Background: an optimization exercise with open tools, aiming at small area, a short achievable clock period and few clock cycles per item. Do not read the settings as production practice. Only simulation tests tie the RTL to the original design; equivalence was not proved.

// multDivUnit
module multDivUnit (
  input  logic        clk,
  input  logic        reset,
  input  logic [2:0]  reqOp,
  input  logic [31:0] reqLOp,
  input  logic [31:0] reqROp,
  input  logic        reqValid,
  output logic        reqCredit,
  output logic [31:0] respResult,
  output logic        respDivByZero,
  output logic        respDivOverflow,
  output logic        respValid,
  input  logic        respCredit
);
For scale: ~2300 cells after synthesis, roughly 14000 um2 of cells after synthesis.
export LEC_CHECK = 0
export CAP_MARGIN = 20
export CORE_MARGIN = 2
export CORE_UTILIZATION = 40
export CTS_BUF_LIST = sky130_fd_sc_hd__clkbuf_8
export SETUP_SLACK_MARGIN = 2.0
export SLEW_MARGIN = 20
create_clock -name core_clock -period 6.0 [get_ports {clk}]
standard.sh (not shown) runs the stock make flow with config.mk's settings and CLKGATE_MAP_FILE= SYNTH_SCRIPT=/design/flow/synth_recipe.tcl, a recipe that flattens the netlist after the stock synthesis.
==> flow/flow/run.sh <==
#!/bin/bash
# Layout flow: the standard flow (standard.sh) with two changes.
#  1. After the standard synthesis, the combinational logic is mapped again
#     by ABC for delay (flow/abc_fast.script). The flip-flops are left as
#     the standard synthesis made them (same cells, same names), and the
#     netlist is finished like the standard one (tie cells, buffered
#     pass-through wires).
#  2. The port buffers placed before global placement are the smallest
#     buffer cell instead of the tool's default pick. Every port still gets
#     one.
# Each tool's output goes to a log file of its own in this folder.
set -euo pipefail
export BUFFER_PORTS_ARGS="-buffer_cell sky130_fd_sc_hd__buf_1"
RES=orfs/results/sky130hd/multDivUnit/base
LOGS=orfs/logs/sky130hd/multDivUnit/base
LIB=$FLOW_HOME/platforms/sky130hd/lib/sky130_fd_sc_hd__tt_025C_1v80.lib
YOSYS=$FLOW_HOME/../tools/install/yosys/bin/yosys
[[ -x $YOSYS ]] || YOSYS=yosys
DELAY_PS=3000

# 1. standard synthesis
bash standard.sh synth > synth.log 2>&1
cp $RES/1_2_yosys.v remap_in.v

# only the flip-flop cells that flow/stubs.v describes may appear
SEQ=$(grep -oE "^\s*sky130_fd_sc_hd__\w+" remap_in.v | sort -u | grep -E "__(e?s?df|dl|sdl)" | tr -d ' ' | tr '\n' ' ')
for c in $SEQ; do
  grep -q "module $c " flow/stubs.v || { echo "unexpected sequential cell $c" >&2; exit 1; }
done
# the platform's don't-use cells, as the standard synthesis passed them to ABC
DONT_USE=$(grep -m1 -oE "^abc -script .*" $LOGS/1_2_yosys.log | grep -oE -- "-dont_use [^ ]+" | tr '\n' ' ')
sed "s/{D}/$DELAY_PS/g" flow/abc_fast.script > abc_fast.script
cat > remap.ys <<EOT
read_liberty -ignore_miss_func $LIB
delete $SEQ
read_verilog flow/stubs.v
read_verilog remap_in.v
hierarchy -top multDivUnit
flatten
opt_clean -purge
abc -liberty $LIB $DONT_USE -D $DELAY_PS -script abc_fast.script
read_liberty -lib -ignore_redef $LIB
setundef -zero
splitnets
opt_clean -purge
hilomap -singleton -hicell sky130_fd_sc_hd__conb_1 HI -locell sky130_fd_sc_hd__conb_1 LO
insbuf -buf sky130_fd_sc_hd__buf_4 A X
check -assert -mapped
stat -liberty $LIB
write_verilog -noattr -nohex -nodec remapped.v
EOT
$YOSYS -s remap.ys > remap.log 2>&1
# the flip-flops must be the standard synthesis's, cell for cell and name for name
diff <(grep -oE "sky130_fd_sc_hd__(e?s?df|dl)\w* \S+" remap_in.v | sort) \
     <(grep -oE "sky130_fd_sc_hd__(e?s?df|dl)\w* \S+" remapped.v | sort) > ff_diff.txt
cp remapped.v $RES/1_2_yosys.v
rm -f $RES/1_synth.odb $RES/1_synth.sdc

# 2. the rest of the standard flow on the remapped netlist
bash standard.sh finish > layout.log 2>&1
==> flow/flow/abc_fast.script <==
strash
dch
map -D {D}
buffer -p
upsize -D {D}
dnsize -D {D}
Other scripts of this flow, unchanged in this note and not shown: flow/flow/stubs.v
Testbench counts at the start, summed over its fixed seeds: cycles 34,639, ops 3,200.
Next try:
--- a/flow/flow/run.sh
+++ b/flow/flow/run.sh
@@ -18,3 +18,3 @@
 [[ -x $YOSYS ]] || YOSYS=yosys
-DELAY_PS=3000
+DELAY_PS=3500
 
@@ -25,3 +25,3 @@
 # only the flip-flop cells that flow/stubs.v describes may appear
-SEQ=$(grep -oE "^\s*sky130_fd_sc_hd__\w+" remap_in.v | sort -u | grep -E "__(e?s?df|dl|sdl)" | tr -d ' ' | tr '\n' ' ')
+SEQ=$(grep -oE "^\s*sky130_fd_sc_hd__\w+" remap_in.v | sort -u | grep -E "__(e?dfx|df[rsb]|sdf|dl[xr]|dlclkp)" | tr -d ' ' | tr '\n' ' ')
 for c in $SEQ; do
@@ -53,4 +53,4 @@
 # the flip-flops must be the standard synthesis's, cell for cell and name for name
-diff <(grep -oE "sky130_fd_sc_hd__(e?s?df|dl)\w* \S+" remap_in.v | sort) \
-     <(grep -oE "sky130_fd_sc_hd__(e?s?df|dl)\w* \S+" remapped.v | sort) > ff_diff.txt
+diff <(grep -oE "sky130_fd_sc_hd__(e?dfx|df[rsb]|sdf|dl[xr]|dlclkp)\w* \S+" remap_in.v | sort) \
+     <(grep -oE "sky130_fd_sc_hd__(e?dfx|df[rsb]|sdf|dl[xr]|dlclkp)\w* \S+" remapped.v | sort) > ff_diff.txt
 cp remapped.v $RES/1_2_yosys.v
SETUP_SLACK_MARGIN = 1.5   (was 2.0)
Outcome: Register-to-register slack got worse by 410 ps. Clock skew is lower by 3.6 ps. Die area is about the same. Count of clock-buffer cells in the layout grows by 1. Wire length went down by 2.3%. Critical path depth came out higher by 9. Setup slack loses 410 ps. Utilization went down by 2.6 points. Fmax goes down by about 9%.
Next try:
--- a/flow/flow/run.sh
+++ b/flow/flow/run.sh
@@ -18,3 +18,3 @@
 [[ -x $YOSYS ]] || YOSYS=yosys
-DELAY_PS=3500
+DELAY_PS=3000
 
==> flow/flow/abc_fast.script (replaced) <==
strash
balance
rewrite
refactor
balance
rewrite -z
refactor -z
rewrite -z
balance
dch
map -D {D}
buffer -p
upsize -D {D}
dnsize -D {D}
Effect:
- global-route usage climbs by 0.48 points
- routed wire length decreases by 2.5%
- synthesized cell count decreases by about 3.8%
- setup slack is better by 99 ps
- design area decreases by 3.7%
- via count fell by about 3.4%
Next try:
==> flow/flow/abc_fast.script (replaced) <==
strash
dch
map -D {D}
buffer -p
upsize -D {D}
dnsize -D {D}
SETUP_SLACK_MARGIN = 1.25   (was 1.5)
Hold slack is better by 5.8 ps.
Worst setup slack is worse by 130 ps.
Non-clock buffer count went down by 6.
Wire length goes up by 0.88%.
Next try:
--- a/flow/flow/run.sh
+++ b/flow/flow/run.sh
@@ -40,3 +40,3 @@
 opt_clean -purge
-abc -liberty $LIB $DONT_USE -D $DELAY_PS -script abc_fast.script
+abc -liberty $LIB $DONT_USE -D $DELAY_PS
 read_liberty -lib -ignore_redef $LIB
SETUP_SLACK_MARGIN = 1.5   (was 1.25)
=>
- The new run passed the timing, design-rule and antenna checks
- final cell count is lower by about 18%
- die area falls by about 6%
Next try:
--- a/flow/flow/run.sh
+++ b/flow/flow/run.sh
@@ -25,3 +25,3 @@
 # only the flip-flop cells that flow/stubs.v describes may appear
-SEQ=$(grep -oE "^\s*sky130_fd_sc_hd__\w+" remap_in.v | sort -u | grep -E "__(e?dfx|df[rsb]|sdf|dl[xr]|dlclkp)" | tr -d ' ' | tr '\n' ' ')
+SEQ=$(grep -oE "^\s*sky130_fd_sc_hd__\w+" remap_in.v | sort -u | grep -E "__(e?s?df|dl|sdl)" | tr -d ' ' | tr '\n' ' ')
 for c in $SEQ; do
@@ -40,3 +40,3 @@
 opt_clean -purge
-abc -liberty $LIB $DONT_USE -D $DELAY_PS
+abc -liberty $LIB $DONT_USE -D $DELAY_PS -script abc_fast.script
 read_liberty -lib -ignore_redef $LIB
@@ -53,4 +53,4 @@
 # the flip-flops must be the standard synthesis's, cell for cell and name for name
-diff <(grep -oE "sky130_fd_sc_hd__(e?dfx|df[rsb]|sdf|dl[xr]|dlclkp)\w* \S+" remap_in.v | sort) \
-     <(grep -oE "sky130_fd_sc_hd__(e?dfx|df[rsb]|sdf|dl[xr]|dlclkp)\w* \S+" remapped.v | sort) > ff_diff.txt
+diff <(grep -oE "sky130_fd_sc_hd__(e?s?df|dl)\w* \S+" remap_in.v | sort) \
+     <(grep -oE "sky130_fd_sc_hd__(e?s?df|dl)\w* \S+" remapped.v | sort) > ff_diff.txt
 cp remapped.v $RES/1_2_yosys.v
First-iteration DRC count went up by 21%.
Sequential share of layout area increases by 0.15 points.
Global-route usage drops by 0.87 points.
Via count grows by 13%.


## try-xenon
Another version of the RTL of multDivUnit (not shown whole).
Size: ~1900 cells after synthesis, ~140 flip-flops, ~110 I/O pins, roughly 0.015 sq mm of cells after synthesis.
==> flow/design.v (excerpt) <==
module multDivUnit (
  input  logic        clk,
  input  logic        reset,
  input  logic [2:0]  reqOp,
  input  logic [31:0] reqLOp,
  input  logic [31:0] reqROp,
  input  logic        reqValid,
  output logic        reqCredit,
  output logic [31:0] respResult,
  output logic        respDivByZero,
  output logic        respDivOverflow,
  output logic        respValid,
  input  logic        respCredit
);
make LEC_CHECK=0 CAP_MARGIN=20 CORE_MARGIN=2 CORE_UTILIZATION=40 SETUP_SLACK_MARGIN=1.0 SLEW_MARGIN=20 finish   # period 6.0 ns
run.sh (not shown) runs the stock make flow with config.mk's settings and CLKGATE_MAP_FILE= SYNTH_SCRIPT=/design/flow/synth_recipe.tcl, a recipe that flattens the netlist after the stock synthesis.
Stock flow here: none of the scripts above is used.
try-xenon ran to completion and came out clean on the timing, design-rule and antenna checks.
Testbench counts of try-xenon, summed over its fixed seeds: cycles 34,639, ops 3,200.
The following lists how try-garnet was set up differently from try-xenon:
- SETUP_SLACK_MARGIN: 1.0 -> 1.5
- CTS_CLUSTER_SIZE: unset -> 40
- CTS_CLUSTER_DIAMETER: unset -> 150
==> flow/flow/run.sh (new file) <==
#!/bin/bash
set -o pipefail
export BUFFER_PORTS_ARGS="-buffer_cell sky130_fd_sc_hd__buf_1"
bash standard.sh > standard.log 2>&1
==> flow/standard.sh (new file) <==
#!/bin/bash
# synth_recipe.tcl (not shown) runs the flow's synth.tcl, then flattens the netlist and writes it again
# the make line also repeats each setting of config.mk as NAME=value (left out here)
make -C /OpenROAD-flow-scripts/flow DESIGN_CONFIG=/design/flow/config.mk WORK_HOME=/design/flow/orfs CLKGATE_MAP_FILE= SYNTH_SCRIPT=/design/flow/synth_recipe.tcl "${@:-finish}"
removed: flow/run.sh
For worst-skew pair later-pin latency, try-xenon and try-garnet come out practically identical. Diff try-xenon -> try-garnet: worst max-slew margin expressed relative to the limit went down; post-route minimum period went down; placed instance area went down; non-clock buffer instance count of the final layout went down; post-synthesis instance area did not really move. The cell count of try-xenon and that of try-garnet are within noise of each other. On number of nets in the layout, try-xenon and try-garnet are neck and neck. The core of try-garnet is less densely filled than that of try-xenon.
#### Input delta (try-maple over try-garnet)
- a deleted CTS_CLUSTER_SIZE that had been 40
- a deleted CTS_CLUSTER_DIAMETER that had been 150
==> flow/flow/run.sh <==
#!/bin/bash
set -o pipefail
export BUFFER_PORTS_ARGS="-buffer_cell sky130_fd_sc_hd__buf_1"
bash standard.sh ADDER_MAP_FILE= finish > standard.log 2>&1
## What came out
- try-maple: placement row count is 5 higher than what try-garnet reported.
- Per the comparison of try-maple with try-garnet, worst hold slack went down by 76 ps; horizontal die dimension went up by about 7%.
- try-garnet leaves more setup margin than try-maple.
Here is what was changed in the inputs of try-juniper compared with try-maple.
==> flow/run.sh (new file) <==
#!/bin/bash
# synth_recipe.tcl (not shown) runs the flow's synth.tcl, then flattens the netlist and writes it again
# the make line also repeats each setting of config.mk as NAME=value (left out here)
make -C /OpenROAD-flow-scripts/flow DESIGN_CONFIG=/design/flow/config.mk WORK_HOME=/design/flow/orfs CLKGATE_MAP_FILE= SYNTH_SCRIPT=/design/flow/synth_recipe.tcl finish
removed: flow/flow/run.sh
removed: flow/standard.sh
Notes after the runs:
On top achievable clock speed, the lower figure sits with try-juniper, not try-maple.
Comparing try-juniper and try-maple, the lower time the final worst path needs with I/O delays and setup was measured on try-maple.
reqROp[26] as the first element of the critical path was reported by try-juniper, and A[1]$_DFFE_PP_ by try-maple.
The critical path start-end classification comes out register to register in one run and input port to register in the other, namely in try-maple and try-juniper respectively.
From try-maple to try-juniper the numbers moved as follows: die area shows a reduction of about 13%.
Looking at register-to-register slack, try-juniper sits 40 ps higher than try-maple does.
Layout buffering overhead excluding clock cells down 0.82 points in try-juniper wrt try-maple
Compared with try-maple, in try-juniper number of stages on the worst setup path went down by 7; via density per instance went up by about 1.1%; number of buffers added for setup after CTS went down by 42; via count went down by about 15%.
Input changes introduced in try-cedar (baseline for comparison: try-juniper):
==> flow/flow/run.sh (new file) <==
#!/bin/bash
set -o pipefail
export BUFFER_PORTS_ARGS="-buffer_cell sky130_fd_sc_hd__buf_1"
bash standard.sh > standard.log 2>&1
==> flow/standard.sh (new file) <==
#!/bin/bash
# synth_recipe.tcl (not shown) runs the flow's synth.tcl, then flattens the netlist and writes it again
# the make line also repeats each setting of config.mk as NAME=value (left out here)
make -C /OpenROAD-flow-scripts/flow DESIGN_CONFIG=/design/flow/config.mk WORK_HOME=/design/flow/orfs CLKGATE_MAP_FILE= SYNTH_SCRIPT=/design/flow/synth_recipe.tcl "${@:-finish}"
removed: flow/run.sh
[summary]
Re non-clock buffer count: try-cedar is about 5.3% down on try-juniper. The relative area change from synthesis to final layout of try-cedar falls short of that of try-juniper by 4.8 points. Number of global-route vias before repair (try-cedar vs. try-juniper) increases slightly. Going from try-juniper to try-cedar, fraction of area in registers grows by 0.90 points. try-cedar vs try-juniper — wire length reported by the detailed router climbed slightly.

==> static timing again, ports no longer ideal <==
In the flow no input, the clock included, has a driving cell. The finished layouts below were timed again as built, in two steps. Step 1: set_driving_cell puts a clkbuf_16 on clk and a buf_2 on each other input, an assumption about the parent block. Step 2 also shifts input and output timing later by t, the mid clock arrival at the registers, as if the neighbouring blocks saw the same clock. a / b / c = ideal / step 1 / step 2; a / b = the first two.
run | shift t [ns] | setup slack, ns | latest minus earliest clock arrival (ns) | cell pins on the clock port's net
the first run of note 1 | 0.534 | 2.025 / 2.025 / 1.755 | 0.023 / 0.023 | 1
the second run of note 1 | 0.542 | 1.613 / 1.613 / 1.306 | 0.019 / 0.019 | 1
the third run of note 1 | 0.532 | 1.712 / 1.712 / 1.325 | 0.014 / 0.015 | 1
the fourth run of note 1 | 0.540 | 1.579 / 1.579 / 1.297 | 0.015 / 0.015 | 1
the fifth run of note 1 | 0.547 | 1.274 / 1.274 / 1.274 | 0.016 / 0.016 | 1
the sixth run of note 1 | 0.546 | 1.762 / 1.762 / 1.315 | 0.019 / 0.020 | 1
try-xenon | 0.498 | 1.131 / 1.131 / 0.894 | 0.009 / 0.009 | 1
try-garnet | 0.488 | 1.610 / 1.610 / 1.337 | 0.011 / 0.011 | 1
try-maple | 0.498 | 1.587 / 1.587 / 1.271 | 0.011 / 0.012 | 1
try-juniper | 0.490 | 1.562 / 1.595 / 1.105 | 0.016 / 0.016 | 1
try-cedar | 0.488 | 1.610 / 1.610 / 1.337 | 0.011 / 0.011 | 1
After both steps every run listed still meets setup and hold. For try-juniper, which loses most, drivers alone change the setup slack by +0.033 ns; drivers and shift together by -0.457 ns.
